Source: an optimization exercise on an open RTL-to-GDS flow (aim: small area). Production flows keep margins and buffers that such runs may drop.
In this exercise RTL edits were held to simulation tests only and were not proved equivalent to the original.

job 101:
==> flow/design.v <==
package apb_modport_pkg;
    localparam int ADDR_WIDTH = 9;
    localparam int DATA_WIDTH = 8;
    localparam int OFFS_WIDTH = ADDR_WIDTH - 1;
    localparam int MEM_DEPTH  = 2 ** OFFS_WIDTH;
    typedef enum logic [1:0] {
        IDLE   = 2'd0,
        SETUP  = 2'd1,
        ACCESS = 2'd2
    } state_t;
endpackage
import apb_modport_pkg::*;
module apb_mem_pair
(
    input  logic                  clk,
    input  logic                  sel_a,    
    input  logic                  sel_b,    
    input  logic                  rsn_a,    
    input  logic                  rsn_b,    
    input  logic [DATA_WIDTH-1:0] w,
    output logic [DATA_WIDTH-1:0] y         
);
    logic [DATA_WIDTH-1:0] qa, qb;
    always_ff @(posedge clk) begin
        qa <= ~((qa | {DATA_WIDTH{sel_a}}) & ({DATA_WIDTH{rsn_a}} | w));
        qb <= ~((qb | {DATA_WIDTH{sel_b}}) & ({DATA_WIDTH{rsn_b}} | w));
    end
    assign y = ~((qa | {DATA_WIDTH{rsn_a}}) & (qb | {DATA_WIDTH{rsn_b}}));
endmodule
module apb_mem
(
    input  logic                  clk,
    input  logic                  clr,      
    input  logic                  wr,       
    input  logic [ADDR_WIDTH-1:0] addr,
    input  logic [DATA_WIDTH-1:0] w,        
    output logic [DATA_WIDTH-1:0] rq        
);
    localparam int ROWS = 2 * MEM_DEPTH;
    logic [ROWS-1:0]                       rsn, sel;
    logic [ROWS/2-1:0][DATA_WIDTH-1:0]     y;
    logic [DATA_WIDTH-1:0]                 acc;
    for (genvar i = 0; i < ROWS; i++) begin : g_dec
        assign rsn[i] = (addr != i);
        assign sel[i] = clr | (wr & (addr == i));
    end
    for (genvar p = 0; p < ROWS / 2; p++) begin : g_pair
        apb_mem_pair u_pair (
            .clk   (clk),
            .sel_a (sel[2*p]),
            .sel_b (sel[2*p+1]),
            .rsn_a (rsn[2*p]),
            .rsn_b (rsn[2*p+1]),
            .w     (w),
            .y     (y[p])
        );
    end
    always_comb begin
        acc = '0;
        for (int p = 0; p < ROWS / 2; p++) acc = acc | y[p];
    end
    assign rq = ~acc;
endmodule
import apb_modport_pkg::*;
module apb_modport
(
    input  logic                  pclk,
    input  logic                  presetn,
    input  logic                  transfer,
    input  logic                  READ_WRITE,
    input  logic [ADDR_WIDTH-1:0] apb_write_paddr,
    input  logic [ADDR_WIDTH-1:0] apb_read_paddr,
    input  logic [DATA_WIDTH-1:0] apb_write_data,
    output logic [DATA_WIDTH-1:0] apb_read_data_out
);
    apb_modport_pkg::state_t state_q, state_d;
    logic                  pwrite;
    logic [ADDR_WIDTH-1:0] paddr;
    logic [DATA_WIDTH-1:0] pwdata;
    logic [DATA_WIDTH-1:0] read_data;
    logic                  load, access;
    logic                  valid;    
    logic                  phase;    
    logic                  wr;
    logic [DATA_WIDTH-1:0] w, rq;
    always_comb begin
        state_d = state_q;
        load    = 1'b0;
        unique case (state_q)
            IDLE: begin
                if (transfer) begin
                    state_d = SETUP;
                    load    = 1'b1;
                end
            end
            SETUP: state_d = ACCESS;
            ACCESS: begin
                if (transfer) begin
                    state_d = SETUP;
                    load    = 1'b1;
                end else begin
                    state_d = IDLE;
                end
            end
            default: state_d = IDLE;
        endcase
    end
    assign access = (state_q == ACCESS);
    always_ff @(posedge pclk or negedge presetn) begin
        if (!presetn) begin
            state_q   <= IDLE;
            read_data <= '0;
            valid     <= 1'b0;
            phase     <= 1'b1;
        end else begin
            state_q <= state_d;
            valid   <= 1'b1;
            phase   <= ~phase;
            if (access && !pwrite) begin
                read_data <= rq ^ {DATA_WIDTH{phase}};
            end
        end
    end
    always_ff @(posedge pclk) begin
        if (load) begin
            pwrite <= ~READ_WRITE;
            paddr  <= READ_WRITE ? apb_read_paddr : apb_write_paddr;
            pwdata <= apb_write_data;
        end
    end
    assign wr = access & pwrite;
    assign w  = wr ? (pwdata ^ {DATA_WIDTH{phase}}) : {DATA_WIDTH{1'b1}};
    assign apb_read_data_out = read_data;
    apb_mem u_mem (
        .clk  (pclk),
        .clr  (~valid),
        .wr   (wr),
        .addr (paddr),
        .w    (w),
        .rq   (rq)
    );
endmodule
clock: 8.0 ns
lec_check: 0
cap_margin: 20
core_margin: 2
core_utilization: 45
place_density: 0.55
slew_margin: 20
synth_hierarchical: 1
standard.sh (not shown) runs the stock make flow with config.mk's settings and CLKGATE_MAP_FILE= SYNTH_SCRIPT=/design/flow/synth_recipe.tcl, a recipe that flattens the netlist after the stock synthesis.
==> flow/flow/run.sh <==
#!/bin/bash
# Standard layout with two changes: after synthesis, cells that synthesis
# upsized go back to their smallest size (placement repair resizes where it
# must), and the clock tree is built without dummy loads and with larger
# sink clusters.
set -euo pipefail
here=$(pwd)
export CTS_ARGS="-sink_clustering_enable -repair_clock_nets -dont_use_dummy_load -sink_clustering_size 16 -sink_clustering_max_diameter 50 -buf_list sky130_fd_sc_hd__clkbuf_8"
bash standard.sh synth POST_SYNTH_TCL=$here/flow/downsize.tcl > synth.log 2>&1
bash standard.sh finish POST_SYNTH_TCL=$here/flow/downsize.tcl > finish.log 2>&1
==> flow/flow/downsize.tcl <==
# Run after synthesis (POST_SYNTH_TCL): set every combinational cell that
# synthesis upsized back to its smallest drive strength. Placement's
# repair_design and repair_timing size up again wherever slew, capacitance
# or timing need it. Flip-flops, buffers and tie cells are left alone.
set db [ord::get_db]
set swapped 0
foreach inst [[ord::get_db_block] getInsts] {
  set master [$inst getMaster]
  if {![regexp {^sky130_fd_sc_hd__(\w+)_(\d+)$} [$master getName] -> base drive]} { continue }
  if {[regexp {^(df|dl|sdf|sdl|edf|sedf|conb|clk|buf|dly|tap|fill|decap|diode|ebuf|einv|lpflow|probe)} $base]} { continue }
  set best $master
  foreach d {0 1} {
    set m [$db findMaster sky130_fd_sc_hd__${base}_$d]
    if {$m ne "NULL" && [$m getWidth] < [$best getWidth]} { set best $m }
  }
  if {$best ne $master} {
    $inst swapMaster $best
    incr swapped
  }
}
puts "downsize: $swapped cells set to their smallest drive strength"
What job 102 does differently from job 101 at the input level:
--- a/flow/design.v
+++ b/flow/design.v
@@ -25,28 +25,57 @@
         qa <= ~((qa | {DATA_WIDTH{sel_a}}) & ({DATA_WIDTH{rsn_a}} | w));
         qb <= ~((qb | {DATA_WIDTH{sel_b}}) & ({DATA_WIDTH{rsn_b}} | w));
     end
     assign y = ~((qa | {DATA_WIDTH{rsn_a}}) & (qb | {DATA_WIDTH{rsn_b}}));
 endmodule
+module apb_mem_rowdec
+(
+    input  logic ph,       
+    input  logic pl,       
+    input  logic wphn,     
+    input  logic wpln,     
+    output logic rsn,      
+    output logic sel       
+);
+    assign rsn = ~(ph & pl);
+    assign sel = ~(wphn | wpln);
+endmodule
 module apb_mem
 (
     input  logic                  clk,
     input  logic                  clr,      
     input  logic                  wr,       
     input  logic [ADDR_WIDTH-1:0] addr,
     input  logic [DATA_WIDTH-1:0] w,        
     output logic [DATA_WIDTH-1:0] rq        
 );
-    localparam int ROWS = 2 * MEM_DEPTH;
-    logic [ROWS-1:0]                       rsn, sel;
-    logic [ROWS/2-1:0][DATA_WIDTH-1:0]     y;
-    logic [DATA_WIDTH-1:0]                 acc;
-    for (genvar i = 0; i < ROWS; i++) begin : g_dec
-        assign rsn[i] = (addr != i);
-        assign sel[i] = clr | (wr & (addr == i));
+    localparam int HI = 2 ** (ADDR_WIDTH - 4);
+    localparam int LO = 16;
+    logic [HI-1:0]                     ph, wphn;
+    logic [LO-1:0]                     pl, wpln;
+    logic [HI*LO/2-1:0][DATA_WIDTH-1:0] y;
+    logic [HI*LO-1:0]                  rsn, sel;
+    logic [DATA_WIDTH-1:0]             acc;
+    for (genvar h = 0; h < HI; h++) begin : g_ph
+        assign ph[h]   = (addr[ADDR_WIDTH-1:4] == h);
+        assign wphn[h] = ~(clr | (wr & ph[h]));
     end
-    for (genvar p = 0; p < ROWS / 2; p++) begin : g_pair
+    for (genvar l = 0; l < LO; l++) begin : g_pl
+        assign pl[l]   = (addr[3:0] == l);
+        assign wpln[l] = ~(clr | pl[l]);
+    end
+    for (genvar i = 0; i < HI * LO; i++) begin : g_row
+        apb_mem_rowdec u_dec (
+            .ph   (ph[i / LO]),
+            .pl   (pl[i % LO]),
+            .wphn (wphn[i / LO]),
+            .wpln (wpln[i % LO]),
+            .rsn  (rsn[i]),
+            .sel  (sel[i])
+        );
+    end
+    for (genvar p = 0; p < HI * LO / 2; p++) begin : g_pair
         apb_mem_pair u_pair (
             .clk   (clk),
             .sel_a (sel[2*p]),
             .sel_b (sel[2*p+1]),
             .rsn_a (rsn[2*p]),
@@ -55,11 +84,11 @@
             .y     (y[p])
         );
     end
     always_comb begin
         acc = '0;
-        for (int p = 0; p < ROWS / 2; p++) acc = acc | y[p];
+        for (int p = 0; p < HI * LO / 2; p++) acc = acc | y[p];
     end
     assign rq = ~acc;
 endmodule
 import apb_modport_pkg::*;
 module apb_modport
==> results.txt <==
- Of job 102 and job 101, the lower first-pass iteration count of the detailed router belongs to job 102.
- Across both runs, wire length of the first global-routing pass was higher for job 102 than for job 101.
- From job 101 to job 102 the numbers moved as follows: met3 capacity usage during global routing grew by 0.57 points, final instance area shrank by about 1.4%, non-clock buffer contribution to total cell area held steady, number of signal-net inverters in the final layout held steady, register-to-register slack shrank by 0.02 ns.
- On utilization: between job 102 and job 101, it ends up higher for job 102.
- Job 102 reached the final stage; the timing, DRC and antenna checks on its layout passed.

separate check: timing with driven ports:
Ports are ideal in the flow. The routed layouts listed here were re-timed in OpenROAD.
Step 1: set_driving_cell puts a clkbuf_16 on pclk and a buf_2 on each other input, an assumption about the parent block.
Step 2 also shifts input and output timing later by t, the mid clock arrival at the registers, as if the neighbouring blocks saw the same clock.
Three values: ideal ports, drivers, drivers and shift; two values: the first two.
run	shift t [ns]	setup WS [ns]	hold WS [ns]	worst setup path after step 2
job 101	1.179	2.433 / 2.433 / 2.433	0.433 / 0.374 / 0.433	register to register
job 102	1.237	2.410 / 2.410 / 2.410	0.433 / 0.400 / 0.433	register to register
After both steps setup and hold are still met in every run listed.
